Background: an optimization exercise with open tools, aiming at small area. Do not read the settings as production practice. Function was checked by simulation only, so behaviour that the tests miss may differ from the original.

== rev 12 ==
Design cim_node, start of the top module:
module cim_node #(
    parameter logic [1:0] NODE_ID = 2'd0
) (
    input  logic clk,
    input  logic rst_n,
    input  logic [3:0] bus_op,
    input  logic [47:0] bus_data,
    input  logic [1:0] bus_target_or_sender,
    output logic [3:0] bus_out_op,
    output logic [47:0] bus_out_data,
    output logic [1:0] bus_out_target_or_sender,
    output logic bus_drive,
    output logic is_ready
);
    logic to_me;
    logic op_load_start;
    logic op_load;
    logic op_send;
    logic op_par_start;
    logic op_par;
    assign to_me = (bus_target_or_sender == NODE_ID);
    assign op_load_start = (bus_op == 4'd1);
    assign op_load = (bus_op == 4'd2);
    assign op_send = (bus_op == 4'd3) & to_me;
    assign op_par_start = (bus_op == 4'd5);
    assign op_par = (bus_op == 4'd6) & to_me;
    assign bus_out_target_or_sender = NODE_ID;
    logic [5:0] par_ptr;
    logic [1:0] par_lane;
    logic [15:0] lane_data;
    logic [15:0] kern [8];
    logic [15:0] bias;
    always_comb begin
        case (par_lane)
            2'd1: lane_data = bus_data[31:16];
            2'd2: lane_data = bus_data[47:32];
            default: lane_data = bus_data[15:0];
        endcase
    end
    always_ff @(posedge clk) begin
        if (op_par_start) begin
            par_ptr <= bus_data[5:0];
            par_lane <= 2'd0;
        end else if (op_par) begin
            par_ptr <= par_ptr + 6'd1;
  ...
Size: ~1,200 cells after synthesis, roughly 250 flip-flops, ~110 I/O pins, ~14,000 um2 of cells after synthesis.
Settings: LEC_CHECK=0, ABC_AREA=1, CAP_MARGIN=0, CORE_MARGIN=2, CORE_UTILIZATION=40, PLACE_DENSITY=0.6, SLEW_MARGIN=0, SYNTH_HIERARCHICAL=1; clock period 10.0 ns.
standard.sh (not shown) runs the stock make flow with config.mk's settings and CLKGATE_MAP_FILE= SYNTH_SCRIPT=/design/flow/synth_recipe.tcl, a recipe that flattens the netlist after the stock synthesis.
==> flow/flow/run.sh <==
#!/bin/bash
# Own flow: the standard layout (standard.sh and its synthesis script),
# with these changes to how the layout is made:
#  - ABC maps for area only (map -a, twice) without its buffering and upsizing;
#  - Yosys's quick ABC pass before adder extraction is skipped for the
#    arithmetic module mac_engine only (it has no registers; the top module,
#    which holds every register, is synthesized exactly as before);
#    flip-flops are mapped before the final ABC runs, so the registers are unchanged;
#  - every port gets a buf_1 as its port buffer;
#  - the resizer may change a cell's footprint when it repairs slew and load;
#  - the clock tree uses clkbuf_8 on clusters of up to 16 sinks, with no dummy loads.
set -euo pipefail
here=$(pwd)
cp -r "$FLOW_HOME/scripts" "$here/scripts_abc"
printf 'strash\ndch\nmap -a\nstrash\ndch\nmap -a\ntopo\ndnsize -c\n' > "$here/scripts_abc/abc_area.script"
python3 - "$here/scripts_abc/synth.tcl" <<'PY'
import sys
p = sys.argv[1]
s = open(p).read()
old = "  synth -top $::env(DESIGN_NAME) -run fine: {*}$synth_full_args\n"
new = ("  synth -top $::env(DESIGN_NAME) -run fine:check -noabc {*}$synth_full_args\n"
       "  abc -fast $::env(DESIGN_NAME)\n"
       "  opt -fast\n"
       "  synth -top $::env(DESIGN_NAME) -run check: {*}$synth_full_args\n")
assert s.count(old) == 1
open(p, "w").write(s.replace(old, new))
PY
CTS="-sink_clustering_enable -repair_clock_nets -dont_use_dummy_load"
CTS="$CTS -buf_list sky130_fd_sc_hd__clkbuf_8"
CTS="$CTS -sink_clustering_size 16 -sink_clustering_max_diameter 80"
bash standard.sh \
  "SCRIPTS_DIR=$here/scripts_abc" \
  "BUFFER_PORTS_ARGS=-buffer_cell sky130_fd_sc_hd__buf_1" \
  "CTS_ARGS=$CTS" \
  "MATCH_CELL_FOOTPRINT=0" \
  finish > "$here/flow_make.log" 2>&1
test -f out/final.def
[inputs] rev 13 vs rev 12
==> flow/flow/run.sh <==
#!/bin/bash
# Own flow: the standard layout (standard.sh, unchanged synthesis), with
# small port buffers and a clock tree of smaller buffers without dummy loads.
# Every input and output port still gets its buffer; the clock still reaches
# the registers only through clock buffers.
set -euo pipefail
here=$(pwd)
log=$here/flow_make.log
CTS="-sink_clustering_enable -repair_clock_nets -dont_use_dummy_load"
CTS="$CTS -buf_list sky130_fd_sc_hd__clkbuf_8"
CTS="$CTS -sink_clustering_size 16 -sink_clustering_max_diameter 80"
bash standard.sh \
  "BUFFER_PORTS_ARGS=-buffer_cell sky130_fd_sc_hd__buf_1" \
  "CTS_ARGS=$CTS" \
  finish > "$log" 2>&1
test -f out/final.def
Worst-path cell with the longest stage delay: ha_1 -> rev 13, nor2_1 -> rev 12. Between rev 12 and rev 13, the flow reports via count increasing by more than 10%. Comparing rev 12 and rev 13, placed cell count is higher on rev 13. Relative to rev 12, the multi-input combinational cell count of rev 13 is higher by 194.


Setup of v7:
cim_node again, from the RTL that the note above started with.
clock: 10.0 ns
lec_check: 0
abc_area: 1
cap_margin: 0
core_margin: 2
core_utilization: 60
place_density: 0.75
slew_margin: 0
==> flow/flow/run.sh <==
#!/bin/bash
# Own flow: the standard layout (standard.sh, unchanged synthesis), with
# small port buffers and a clock tree of smaller buffers without dummy loads.
# Every input and output port still gets its buffer; the clock still reaches
# the registers only through clock buffers.
set -euo pipefail
here=$(pwd)
log=$here/flow_make.log
CTS="-sink_clustering_enable -repair_clock_nets -dont_use_dummy_load"
CTS="$CTS -buf_list sky130_fd_sc_hd__clkbuf_8"
CTS="$CTS -sink_clustering_size 16 -sink_clustering_max_diameter 80"
bash standard.sh \
  "BUFFER_PORTS_ARGS=-buffer_cell sky130_fd_sc_hd__buf_1" \
  "CTS_ARGS=$CTS" \
  finish > "$log" 2>&1
test -f out/final.def
v7 | stages: all done | timing, DRC, antenna: all pass
Input changes introduced in v26 (baseline for comparison: v7):
- changing PLACE_DENSITY from 0.75 to 0.6
- changing CORE_UTILIZATION from 60 to 40
- setting SYNTH_HIERARCHICAL to 1 for the first time
==> flow/flow/run.sh <==
#!/bin/bash
# Own flow: the standard layout (standard.sh and its synthesis script),
# with these changes to how the layout is made:
#  - ABC maps for area only (map -a, twice) without its buffering and upsizing;
#  - Yosys's quick ABC pass before adder extraction is skipped for the
#    arithmetic module mac_engine only (it has no registers; the top module,
#    which holds every register, is synthesized exactly as before);
#    flip-flops are mapped before the final ABC runs, so the registers are unchanged;
#  - every port gets a buf_1 as its port buffer;
#  - the clock tree uses clkbuf_8 on clusters of up to 16 sinks, with no dummy loads.
set -euo pipefail
here=$(pwd)
cp -r "$FLOW_HOME/scripts" "$here/scripts_abc"
printf 'strash\ndch\nmap -a\nstrash\ndch\nmap -a\ntopo\ndnsize -c\n' > "$here/scripts_abc/abc_area.script"
python3 - "$here/scripts_abc/synth.tcl" <<'PY'
import sys
p = sys.argv[1]
s = open(p).read()
old = "  synth -top $::env(DESIGN_NAME) -run fine: {*}$synth_full_args\n"
new = ("  synth -top $::env(DESIGN_NAME) -run fine:check -noabc {*}$synth_full_args\n"
       "  abc -fast $::env(DESIGN_NAME)\n"
       "  opt -fast\n"
       "  synth -top $::env(DESIGN_NAME) -run check: {*}$synth_full_args\n")
assert s.count(old) == 1
open(p, "w").write(s.replace(old, new))
PY
CTS="-sink_clustering_enable -repair_clock_nets -dont_use_dummy_load"
CTS="$CTS -buf_list sky130_fd_sc_hd__clkbuf_8"
CTS="$CTS -sink_clustering_size 16 -sink_clustering_max_diameter 80"
bash standard.sh \
  "SCRIPTS_DIR=$here/scripts_abc" \
  "BUFFER_PORTS_ARGS=-buffer_cell sky130_fd_sc_hd__buf_1" \
  "CTS_ARGS=$CTS" \
  finish > "$here/flow_make.log" 2>&1
test -f out/final.def
## What came out
Compared to v7, the router laid down less metal wire for v26. v26 vs. v7: number of gates on the worst path with buffers counted shrank by about 20%, relative slew slack decreased by 13 points relative to the old numbers, initial cell density of the core lower.


Setup of job 101:
cim_node again, from the RTL that the note above started with.
## cim_node
module cim_node #(
    parameter logic [1:0] NODE_ID = 2'd0
) (
    input  logic clk,
    input  logic rst_n,
    input  logic [3:0] bus_op,
    input  logic [47:0] bus_data,
    input  logic [1:0] bus_target_or_sender,
    output logic [3:0] bus_out_op,
    output logic [47:0] bus_out_data,
    output logic [1:0] bus_out_target_or_sender,
    output logic bus_drive,
    output logic is_ready
);
clock: 10.0 ns
lec_check: 0
abc_area: 1
cap_margin: 20
core_margin: 2
core_utilization: 40
place_density: 0.6
slew_margin: 20
run.sh (not shown) runs the stock make flow with config.mk's settings and CLKGATE_MAP_FILE= SYNTH_SCRIPT=/design/flow/synth_recipe.tcl, a recipe that flattens the netlist after the stock synthesis.
Stock flow here: none of the scripts above is used.
#### Input delta (job 102 over job 101)
- changing SLEW_MARGIN from 20 to 0
- changing CAP_MARGIN from 20 to 0
- setting SYNTH_HIERARCHICAL to 1 for the first time
==> flow/flow/run.sh (new file) <==
#!/bin/bash
# Own flow: the standard layout (standard.sh and its synthesis script),
# with three changes to how the layout is made:
#  - ABC maps for area only (map -a, twice) without its buffering and upsizing;
#    flip-flops are mapped before ABC runs, so the registers are unchanged;
#  - every port gets a buf_1 as its port buffer;
#  - the clock tree uses clkbuf_8 on clusters of up to 16 sinks, with no dummy loads.
set -euo pipefail
here=$(pwd)
cp -r "$FLOW_HOME/scripts" "$here/scripts_abc"
printf 'strash\ndch\nmap -a\nstrash\ndch\nmap -a\ntopo\ndnsize -c\n' > "$here/scripts_abc/abc_area.script"
CTS="-sink_clustering_enable -repair_clock_nets -dont_use_dummy_load"
CTS="$CTS -buf_list sky130_fd_sc_hd__clkbuf_8"
CTS="$CTS -sink_clustering_size 16 -sink_clustering_max_diameter 80"
bash standard.sh \
  "SCRIPTS_DIR=$here/scripts_abc" \
  "BUFFER_PORTS_ARGS=-buffer_cell sky130_fd_sc_hd__buf_1" \
  "CTS_ARGS=$CTS" \
  finish > "$here/flow_make.log" 2>&1
test -f out/final.def
==> flow/standard.sh (new file) <==
#!/bin/bash
# synth_recipe.tcl (not shown) runs the flow's synth.tcl, then flattens the netlist and writes it again
# the make line also repeats each setting of config.mk as NAME=value (left out here)
make -C /OpenROAD-flow-scripts/flow DESIGN_CONFIG=/design/flow/config.mk WORK_HOME=/design/flow/orfs CLKGATE_MAP_FILE= SYNTH_SCRIPT=/design/flow/synth_recipe.tcl "${@:-finish}"
removed: flow/run.sh
--- outcome ---
No stage failed in job 102, and the final checks on the layout all came back clean.
Multi-input logic portion of the cell area ends up higher on job 101.
Multiplexer area fraction after synthesis for job 102: 1.4 points up relative to job 101
The most common cell after layout, fill and taps aside comes out clkinv_1 in one run and nand2_1 in the other, namely in job 102 and job 101 respectively.
Taking job 101 as the reference, in job 102 multi-input logic cell count fell 254; total length of routed wires saw a decrease; post-layout worst setup margin has decreased; setup slack after placement went down; design area has decreased.
Met2 usage delta (job 102 -> job 101): insignificant

## afterwards: timing with drivers on the ports
In the flow no input, the clock included, has a driving cell. The finished layouts below were timed again as built, in two steps.
Step 1, drivers: a clkbuf_16 drives clk and a buf_2 each remaining input, both assumed.
Step 2 also shifts input and output timing later by t, the mid clock arrival at the registers, as if the neighbouring blocks saw the same clock.
a / b / c = ideal / step 1 / step 2; a / b = the first two.
run	t (ns)	slack for setup (ns)	latest minus earliest clock arrival (ns)	worst register clock-pin slew, ns	cell pins on the clock port's net
rev 12	0.572	1.280 / 1.298 / 0.726	0.072 / 0.072	0.11 / 0.11	1
rev 13	0.591	2.005 / 2.005 / 1.634	0.036 / 0.035	0.10 / 0.10	1
v7	0.575	1.536 / 1.536 / 1.468	0.029 / 0.029	0.10 / 0.10	1
v26	0.572	1.280 / 1.298 / 0.726	0.072 / 0.072	0.11 / 0.11	1
job 101	0.601	1.677 / 1.692 / 1.091	0.016 / 0.016	0.07 / 0.07	1
job 102	0.595	1.023 / 1.045 / 0.451	0.058 / 0.057	0.10 / 0.10	1
After both steps setup and hold are still met in every run listed. For job 101, which loses most, drivers alone change the setup slack by +0.015 ns; drivers and shift together by -0.586 ns.
